Source: an optimization exercise on an open RTL-to-GDS flow (aim: small area). Production flows keep margins and buffers that such runs may drop. Only simulation tests tie the RTL to the original design; equivalence was not proved. Power figures rest on the tool's default switching activity, not on a simulated workload.

**flow/design.v**
```verilog
package gpio_pkg;
   localparam int gpio_max = 32;
   typedef logic [gpio_max-1:0] pin_vec_t;
   typedef logic [31:0]         apb_data_t;
   typedef logic [7:0]          apb_addr_t;
   typedef logic [2:0] int_type_t;
   localparam int_type_t int_level_high = 3'd0;
   localparam int_type_t int_level_low  = 3'd1;
   localparam int_type_t int_edge_pos   = 3'd2;
   localparam int_type_t int_edge_neg   = 3'd3;
   localparam int_type_t int_edge_both  = 3'd4;
   typedef struct packed {
      int_type_t int_type;
      logic      rsvd;
      logic      int_en;
      logic      oe_en;
      logic      in_en;
      logic      out_en;
   } pin_cfg_t;
   typedef logic [8*gpio_max-1:0] cfg_array_t;
   typedef struct packed {
      pin_vec_t cur;
      pin_vec_t prev;
   } pin_sample_t;
   localparam apb_addr_t addr_cfg_limit = 8'h80;
   localparam apb_addr_t addr_intr      = 8'h80;
   localparam apb_addr_t addr_gpin      = 8'h90;
   localparam apb_addr_t addr_gpout     = 8'hA0;
   function automatic pin_vec_t pin_mask(input int n);
      pin_mask = '0;
      for (int i = 0; i < gpio_max; i++)
      begin
         if (i < n)
            pin_mask[i] = 1'b1;
      end
   endfunction
endpackage
`timescale 1ns/1ps
module gpio_input_sync #(
   parameter int io_num = 32
) (
   input  logic                  PCLK,
   input  logic                  aresetn,
   input  gpio_pkg::pin_vec_t    gpio_in_i,
   output gpio_pkg::pin_sample_t sample_o
);
   localparam gpio_pkg::pin_vec_t io_mask = gpio_pkg::pin_mask(io_num);
   gpio_pkg::pin_vec_t gpin1;
   gpio_pkg::pin_vec_t gpin2;
   gpio_pkg::pin_vec_t gpin3;
   always_ff @(posedge PCLK or negedge aresetn)
   begin
      if (!aresetn)
      begin
         gpin1 <= '0;
         gpin2 <= '0;
         gpin3 <= '0;
      end
      else
      begin
         gpin1 <= gpio_in_i & io_mask;
         gpin2 <= gpin1;
         gpin3 <= gpin2;
      end
   end
   assign sample_o.cur  = gpin2;
   assign sample_o.prev = gpin3;
endmodule
`timescale 1ns/1ps
module gpio_irq_detect #(
   parameter int io_num = 32
) (
   input  logic                  PCLK,
   input  logic                  aresetn,
   input  gpio_pkg::pin_sample_t sample_i,
   input  gpio_pkg::cfg_array_t  cfg_i,
   input  gpio_pkg::pin_vec_t    clear_i,
   output gpio_pkg::pin_vec_t    intr_reg_o,
   output gpio_pkg::pin_vec_t    int_o,
   output logic                  int_or_o
);
   localparam gpio_pkg::pin_vec_t io_mask = gpio_pkg::pin_mask(io_num);
   gpio_pkg::pin_vec_t int_en;
   gpio_pkg::pin_vec_t rise;
   gpio_pkg::pin_vec_t fall;
   gpio_pkg::pin_vec_t toggle;
   gpio_pkg::pin_vec_t edge_pos_q;
   gpio_pkg::pin_vec_t edge_neg_q;
   gpio_pkg::pin_vec_t edge_both_q;
   gpio_pkg::pin_vec_t int_sel;
   gpio_pkg::pin_vec_t intr_q;
   logic               clear_cycle;
   logic [8*gpio_pkg::gpio_max-1:0] cfg_flat;
   assign cfg_flat = cfg_i;
   for (genvar i = 0; i < gpio_pkg::gpio_max; i++)
   begin : g_en
      assign int_en[i] = cfg_flat[8*i+3] & io_mask[i];
   end
   assign rise   = sample_i.cur & ~sample_i.prev;
   assign fall   = ~sample_i.cur & sample_i.prev;
   assign toggle = sample_i.cur ^ sample_i.prev;
   always_ff @(posedge PCLK or negedge aresetn)
   begin
      if (!aresetn)
      begin
         edge_pos_q  <= '0;
         edge_neg_q  <= '0;
         edge_both_q <= '0;
      end
      else
      begin
         edge_pos_q  <= int_en & (rise | (edge_pos_q & ~clear_i));
         edge_neg_q  <= int_en & (fall | (edge_neg_q & ~clear_i));
         edge_both_q <= int_en & (toggle | (edge_both_q & ~clear_i));
      end
   end
   for (genvar i = 0; i < gpio_pkg::gpio_max; i++)
   begin : g_sel
      gpio_pkg::int_type_t int_type;
      assign int_type = cfg_flat[8*i+5 +: 3];
      always_comb
      begin
         case (int_type)
            gpio_pkg::int_level_high: int_sel[i] = sample_i.prev[i];
            gpio_pkg::int_level_low:  int_sel[i] = ~sample_i.prev[i];
            gpio_pkg::int_edge_pos:   int_sel[i] = edge_pos_q[i];
            gpio_pkg::int_edge_neg:   int_sel[i] = edge_neg_q[i];
            gpio_pkg::int_edge_both:  int_sel[i] = edge_both_q[i];
            default:                  int_sel[i] = 1'b0;
         endcase
      end
   end
   assign int_o    = int_sel & int_en;
   assign int_or_o = |int_o;
   assign clear_cycle = |clear_i;
   always_ff @(posedge PCLK or negedge aresetn)
   begin
      if (!aresetn)
         intr_q <= '0;
      else if (clear_cycle)
         intr_q <= intr_q & ~clear_i;
      else
         intr_q <= int_o;
   end
   assign intr_reg_o = intr_q;
endmodule
`timescale 1ns/1ps
module gpio_apb_regs #(
   parameter int                 io_num      = 32,
   parameter gpio_pkg::pin_vec_t gpout_reset = '0
) (
   input  logic                  PCLK,
   input  logic                  aresetn,
   input  logic                  psel_i,
   input  logic                  penable_i,
   input  logic                  pwrite_i,
   input  gpio_pkg::apb_addr_t   paddr_i,
   input  gpio_pkg::apb_data_t   pwdata_i,
   input  gpio_pkg::pin_sample_t sample_i,
   input  gpio_pkg::pin_vec_t    intr_reg_i,
   output gpio_pkg::apb_data_t   prdata_o,
   output gpio_pkg::cfg_array_t  cfg_o,
   output gpio_pkg::pin_vec_t    clear_o,
   output gpio_pkg::pin_vec_t    gpio_out_o,
   output gpio_pkg::pin_vec_t    gpio_oe_o
);
   localparam gpio_pkg::pin_vec_t io_mask = gpio_pkg::pin_mask(io_num);
   gpio_pkg::cfg_array_t cfg_q;
   gpio_pkg::pin_vec_t   gpout_q;
   gpio_pkg::pin_vec_t   out_en;
   gpio_pkg::pin_vec_t   oe_en;
   gpio_pkg::pin_vec_t   in_en;
   gpio_pkg::pin_vec_t   gpin;
   logic [5:0]           cfg_idx;
   logic                 wr_en;
   logic                 cfg_hit;
   logic [8*gpio_pkg::gpio_max-1:0] cfg_flat;
   assign wr_en = psel_i & penable_i & pwrite_i;
   assign cfg_idx = paddr_i[7:2];
   assign cfg_hit = (paddr_i < gpio_pkg::addr_cfg_limit) && (int'(cfg_idx) < io_num);
   for (genvar i = 0; i < gpio_pkg::gpio_max; i++)
   begin : g_cfg
      always_ff @(posedge PCLK or negedge aresetn)
      begin
         if (!aresetn)
            cfg_q[8*i +: 8] <= '0;
         else if (wr_en && cfg_hit && (cfg_idx[4:0] == 5'(i)))
            cfg_q[8*i +: 8] <= pwdata_i[7:0];
      end
   end
   always_ff @(posedge PCLK or negedge aresetn)
   begin
      if (!aresetn)
         gpout_q <= gpout_reset & io_mask;
      else if (wr_en && (paddr_i == gpio_pkg::addr_gpout))
         gpout_q <= pwdata_i & io_mask;
   end
   assign clear_o = (wr_en && (paddr_i == gpio_pkg::addr_intr)) ? pwdata_i : '0;
   assign cfg_o = cfg_q;
   assign cfg_flat = cfg_q;
   for (genvar i = 0; i < gpio_pkg::gpio_max; i++)
   begin : g_split
      assign out_en[i] = cfg_flat[8*i+0];
      assign in_en[i]  = cfg_flat[8*i+1];
      assign oe_en[i]  = cfg_flat[8*i+2];
   end
   assign gpin = sample_i.prev & in_en;
   always_comb
   begin
      prdata_o = '0;
      if (paddr_i < gpio_pkg::addr_cfg_limit)
      begin
         if (cfg_hit)
            prdata_o = {24'h0, cfg_flat[8*cfg_idx[4:0] +: 8]};
      end
      else
      begin
         case (paddr_i)
            gpio_pkg::addr_intr:  prdata_o = intr_reg_i;
            gpio_pkg::addr_gpin:  prdata_o = gpin;
            gpio_pkg::addr_gpout: prdata_o = gpout_q;
            default:              prdata_o = '0;
         endcase
      end
   end
   assign gpio_out_o = gpout_q & out_en;
   assign gpio_oe_o  = oe_en & out_en;
endmodule
`timescale 1ns/1ps
module gpio_top #(
   parameter int                 io_num      = 32,
   parameter gpio_pkg::pin_vec_t gpout_reset = '0
) (
   input  logic                PCLK,
   input  logic                aresetn,
   input  logic                psel_i,
   input  logic                penable_i,
   input  logic                pwrite_i,
   input  gpio_pkg::apb_addr_t paddr_i,
   input  gpio_pkg::apb_data_t pwdata_i,
   output gpio_pkg::apb_data_t prdata_o,
   output logic                pready_o,
   output logic                pslverr_o,
   input  gpio_pkg::pin_vec_t  gpio_in_i,
   output gpio_pkg::pin_vec_t  gpio_out_o,
   output gpio_pkg::pin_vec_t  gpio_oe_o,
   output gpio_pkg::pin_vec_t  int_o,
   output logic                int_or_o
);
   gpio_pkg::pin_sample_t sample;
   gpio_pkg::cfg_array_t  cfg;
   gpio_pkg::pin_vec_t    clear_mask;
   gpio_pkg::pin_vec_t    intr_reg;
   assign pready_o  = 1'b1;
   assign pslverr_o = 1'b0;
   gpio_input_sync #(
      .io_num (io_num)
   ) sync_inst (
      .PCLK      (PCLK),
      .aresetn   (aresetn),
      .gpio_in_i (gpio_in_i),
      .sample_o  (sample)
   );
   gpio_irq_detect #(
      .io_num (io_num)
   ) detect_inst (
      .PCLK       (PCLK),
      .aresetn    (aresetn),
      .sample_i   (sample),
      .cfg_i      (cfg),
      .clear_i    (clear_mask),
      .intr_reg_o (intr_reg),
      .int_o      (int_o),
      .int_or_o   (int_or_o)
   );
   gpio_apb_regs #(
      .io_num      (io_num),
      .gpout_reset (gpout_reset)
   ) regs_inst (
      .PCLK       (PCLK),
      .aresetn    (aresetn),
      .psel_i     (psel_i),
      .penable_i  (penable_i),
      .pwrite_i   (pwrite_i),
      .paddr_i    (paddr_i),
      .pwdata_i   (pwdata_i),
      .sample_i   (sample),
      .intr_reg_i (intr_reg),
      .prdata_o   (prdata_o),
      .cfg_o      (cfg),
      .clear_o    (clear_mask),
      .gpio_out_o (gpio_out_o),
      .gpio_oe_o  (gpio_oe_o)
   );
endmodule
```
**flow/run.sh**
```bash
#!/bin/bash
# synth_recipe.tcl (not shown) runs the flow's synth.tcl, then flattens the netlist and writes it again
# the make line also repeats each setting of config.mk as NAME=value (left out here)
make -C /OpenROAD-flow-scripts/flow DESIGN_CONFIG=/design/flow/config.mk WORK_HOME=/design/flow/orfs CLKGATE_MAP_FILE= SYNTH_SCRIPT=/design/flow/synth_recipe.tcl finish
```
**flow/config.mk**
```make
export PLATFORM = sky130hd
export DESIGN_NAME = gpio_top
export DESIGN_NICKNAME = gpio_top
export VERILOG_FILES = /design/flow/design.v
export SDC_FILE = /design/flow/constraint.sdc
export NUM_CORES = 4
export LEC_CHECK = 0
export CAP_MARGIN = 20
export CORE_MARGIN = 2
export CORE_UTILIZATION = 40
export SLEW_MARGIN = 20
```
**flow/constraint.sdc**
```tcl
create_clock -name core_clock -period 5.0 [get_ports {PCLK}]
set_input_delay 1.0000 -clock core_clock [delete_from_list [all_inputs] [get_ports {PCLK}]]
set_output_delay 1.0000 -clock core_clock [all_outputs]
set_load 0.01 [all_outputs]
```
==> run notes <==
## per-stage QoR
step                      util, %  cells  power, mW  hold slack, ns  setup WS, ns
after global routing        49.45   2986      10.15          0.3508      0.009729
after CTS                   49.44   2986      9.879          0.3475        0.1297
after detailed placement    45.94   2879      5.307          0.3347        0.1512
final                       49.45   2986      9.803          0.3427        0.1127
after floorplan                 -   1931      4.876          0.3312         1.305
after global placement      45.94   2879      5.287          0.3319       0.09712
## worst max path at each step
stage / start / to / depth (start not counted)
floorplan: paddr_i[2] / prdata_o[7] / 6
global placement: paddr_i[2] / prdata_o[4] / 8
detailed placement: paddr_i[2] / prdata_o[4] / 8
CTS: paddr_i[2] / prdata_o[4] / 8
global route: paddr_i[2] / prdata_o[7] / 7
finish: paddr_i[2] / prdata_o[4] / 8
## routing by layer
layer | wire (microns) | vias to the layer above
met5 | 13 | -
met4 | 3215 | 2
met3 | 5574 | 149
met2 | 34600 | 598
met1 | 32390 | 8603
li1 | - | 7375
## logic make-up (layout without fill, tap and decap cells)
group / after synthesis / after routing / share of synthesized area, %
xor gates and xnor gates: 32 / 32 / 1.163
other: 2 / 2 / 0.03117
buffers and inverters: 193 / 475 / 3.417
muxes: 407 / 407 / 21.41
AOI/OAI and AO/OA: 252 / 252 / 6.492
adders and majority gates: 64 / 64 / 3.324
DFF: 512 / 512 / 53.18
and+or+nand+nor: 469 / 469 / 10.98
## registers in the layout, indices dropped and copies added (netlist names)
name                     flops
sync_inst.gpin3             32
sync_inst.gpin2             32
detect_inst.edge_pos_q      32
detect_inst.intr_q          32
regs_inst.cfg_q            256
sync_inst.gpin1             32
detect_inst.edge_neg_q      32
regs_inst.gpout_q           32
detect_inst.edge_both_q     32
## power by group
group	internal [mW]	leakage [nW]	switching, mW	total, mW
combinational	0.343	5.66	0.383	0.725
sequential	4.31	6.85	0.200	4.51
clock	2.82	1.02	1.75	4.57
total	7.47	13.5	2.33	9.80
## synth_stat cells, types with 7 or more instances
cell type,instances,area [sq um]
dfrtp_1,512,12810
mux2_2,278,3131
nand2_1,126,473.0
inv_1,106,397.9
a21oi_1,69,345.3
and2_1,68,425.4
nor2b_1,67,419.2
nand3_1,66,330.3
ha_1,64,800.8
o21ai_0,64,320.3
mux2i_1,63,630.6
mux4_2,58,1306
clkbuf_1,52,195.2
a21boi_0,32,240.2
xnor2_1,31,271.5
a22oi_1,24,180.2
nand3b_1,20,150.1
nor2_1,18,67.56
buf_2,16,80.08
nor3_1,15,75.07
o31ai_1,14,105.1
nor4bb_1,13,130.1
a31oi_1,12,75.07
nor3b_1,12,90.09
nor4b_1,12,105.1
nor2_2,10,62.56
nor4_1,10,62.56
mux2_1,8,90.09
nand4_1,8,50.05
a2111oi_0,7,61.31
a32oi_1,7,61.31
## layout by cell type (no fill, tap or decap), types with 12 or more instances in the layout
cell type and instances:
dfrtp_1 512, mux2_2 278, clkdlybuf4s50_1 201, nand2_1 126, inv_1 106, a21oi_1 69, and2_1 68, nor2b_1 67
nand3_1 66, o21ai_0 64, ha_1 64, mux2i_1 63, clkbuf_16 59, mux4_2 58, buf_4 49, a21boi_0 32
xnor2_1 31, a22oi_1 24, clkbuf_8 21, nand3b_1 20, nor2_1 16, nor3_1 15, o31ai_1 14, nor4bb_1 13
a31oi_1 12, nor3b_1 12
## area by class of cell
type                       count  area [sq um]  area share [%]
sequential                   512         12810           43.73
clock buffer                  89          1799           6.142
timing repair buffer         261          2567           8.764
clock inverter                18         274.0          0.9353
tap                          773         967.2           3.301
multi-input combinational   1226         10470           35.75
inverter                     107         401.6           1.371
==> key figures <==
Logic synthesis
  – Synth cell types: between 50 and 60
  – Syn Std Cell Area: roughly 0.024 sq mm
  – Ys flop type: dfrtp_1
  – Mapped Cells: 1931
  – Yosys warns: 3
  – Synthesized flop and latch total: 512
  – Ys async rst share: 100.0%
  – EDFF count, synth: 0
  – Syn avg cell area: 12.48 sq um
  – Post-Syn Nets: 2072
  – Seq/Total Area, Yosys: 53.18%

GRT
  – Total grt overflow: 0
  – Global-route wire length before repair: roughly 110 mm
  – Largest net degree at the start of global routing: 121
  – Gr busiest metal: met2
  – Met2 Track Usage GR: 38.48%
  – Gr usage total: roughly 25%
  – M3 GR Usage: 5.476%
  – Vias in the first global route: 17510
  – Initial antenna violation count: 2
  – Met1 usage: between 30% and 40%

STA
  – Worst-margin pin slew: 1.055 ns
  – Headroom to the max-slew limit: 29.51%
  – Max Clk Rate: 0.2046 GHz
  – TNS Setup: 0 ns
  – RSZ-0062 raised after global routing: false
  – Final setup viols: 0
  – Period utilization: 97.75%
  – Final hold viol count: 0
  – Clock skew: 0.01247 ns
  – Slew Limit Fails: 0
  – Min cycle time layout: 4.887 ns

Worst setup path
  – Crit path launch type: primary input
  – Crit path buf inv count: 4
  – Kind of critical path: primary input to primary output
  – Setup slack, reg-to-reg: roughly 3.2 ns
  – Worst path arrival time: 3.89 ns
  – Reg-to-reg endpoint: detect_inst.intr_q[16]
  – CP required: 4.00 ns
  – Cell breakdown of the critical path: buf_4 > buf_4 > mux4_2 > a2111oi_0 > buf_4 > or3_1 > nand3_1 > clkdlybuf4s50_1
  – Crit path largest cell delay: ~0.59 ns
  – Worst-path maximum fanout: 24
  – Most used cell, CP: buf_4
  – Worst path slowest cell: a2111oi_0
  – Worst r2r src: regs_inst.cfg_q[133]
  – Crit path max-delay family: buffers and inverters
  – Cells on worst reg2reg path: 4
  – Setup crit end kind: primary output

Clock tree
  – CTS tree: yes
  – Worst-Skew Late Latency: roughly 0.63 ns
  – CTS root buf: clkbuf_16
  – Clock Path Buffers: 3
  – Inserted Clock Buffers: 57
  – Post-CTS Hold Fix Bufs: 0
  – # Post-CTS Setup Buffers: 0
  – Post-CTS Resized: 0
  – CTS H-tree lvls: 2
  – CTS Sinks: about 510
  – Register clock-pin slew on the reported worst setup and hold paths: about 0.060 ns

Floorplan
  – Floorplan row count: 89
  – Initial core utilization: 40.66%
  – Die area: 0.06221 sq mm
  – Placeable core area: 0.05924 sq mm
  – Die width: 249.4 microns
  – Num ports: between 200 and 250
  – Die height: 249.4 microns

Cells and area
  – Ant diodes: 0
  – Share of cells above drive strength 1: 23.41%
  – Fin nets: about 2300
  – Area grow syn2layout: 21.61%
  – FILL cells: 5197
  – Final Cell Area: 0.02930 sq mm

Hold path
  – Worst min path class: register to register
  – Hold wc startpoint: sync_inst.gpin1[18]
  – Worst Hold Path EP: sync_inst.gpin2[18]
  – Worst hold stages: 0

Placement
  – HPWL after DPL: 53.97 mm
  – Placed instance area: 0.02721 sq mm
  – PortBufs: 205
  – GP Congestion: 0.8905

Route
  – DR vias: 16730
  – TritonRoute pass-1 iters: 5
  – Detail-routed via count per cell: ~5.6
  – DR WL/cell: approximately 25 microns
  – Post-route DRC: 0
  – DRT antenna net count: 0
  – Drt total wl: approximately 76 mm
  – DRT iter0 DRCs: 1227

Pwr
  – PD cells: approximately 330 mW/mm^2
  – Leakage dissipation: around 14 nW
  – Maximum VDD drop: 0.2819 mV

Status
  – Outcome: finished clean

Run
  – Max_cap viols: 0

port drivers added, routing unchanged:
Ports are ideal in the flow. The routed layout listed here was re-timed in OpenROAD. Step 1 assumes that a clkbuf_16 drives the clock port and a buf_2 every other input. Step 2 adds t to the input delays and takes it off the output delays; t is the mean of the earliest and latest rising clock arrival at the registers after step 1. Input paths then give back, and output paths get back, about the clock's delay inside the block. Slacks: ideal / step 1 / step 2; pairs: ideal / step 1.
t (ns): 0.680
setup slack, ns: 0.113 / 0.056 / 0.056
worst setup path at the end: input to output
worst data-port slew with drivers (ns): 0.08
pins driven straight from the clock port: 1
After both steps this run still meets setup and hold. The setup slack of this run moves by -0.057 ns with the drivers and by -0.057 ns with both steps.
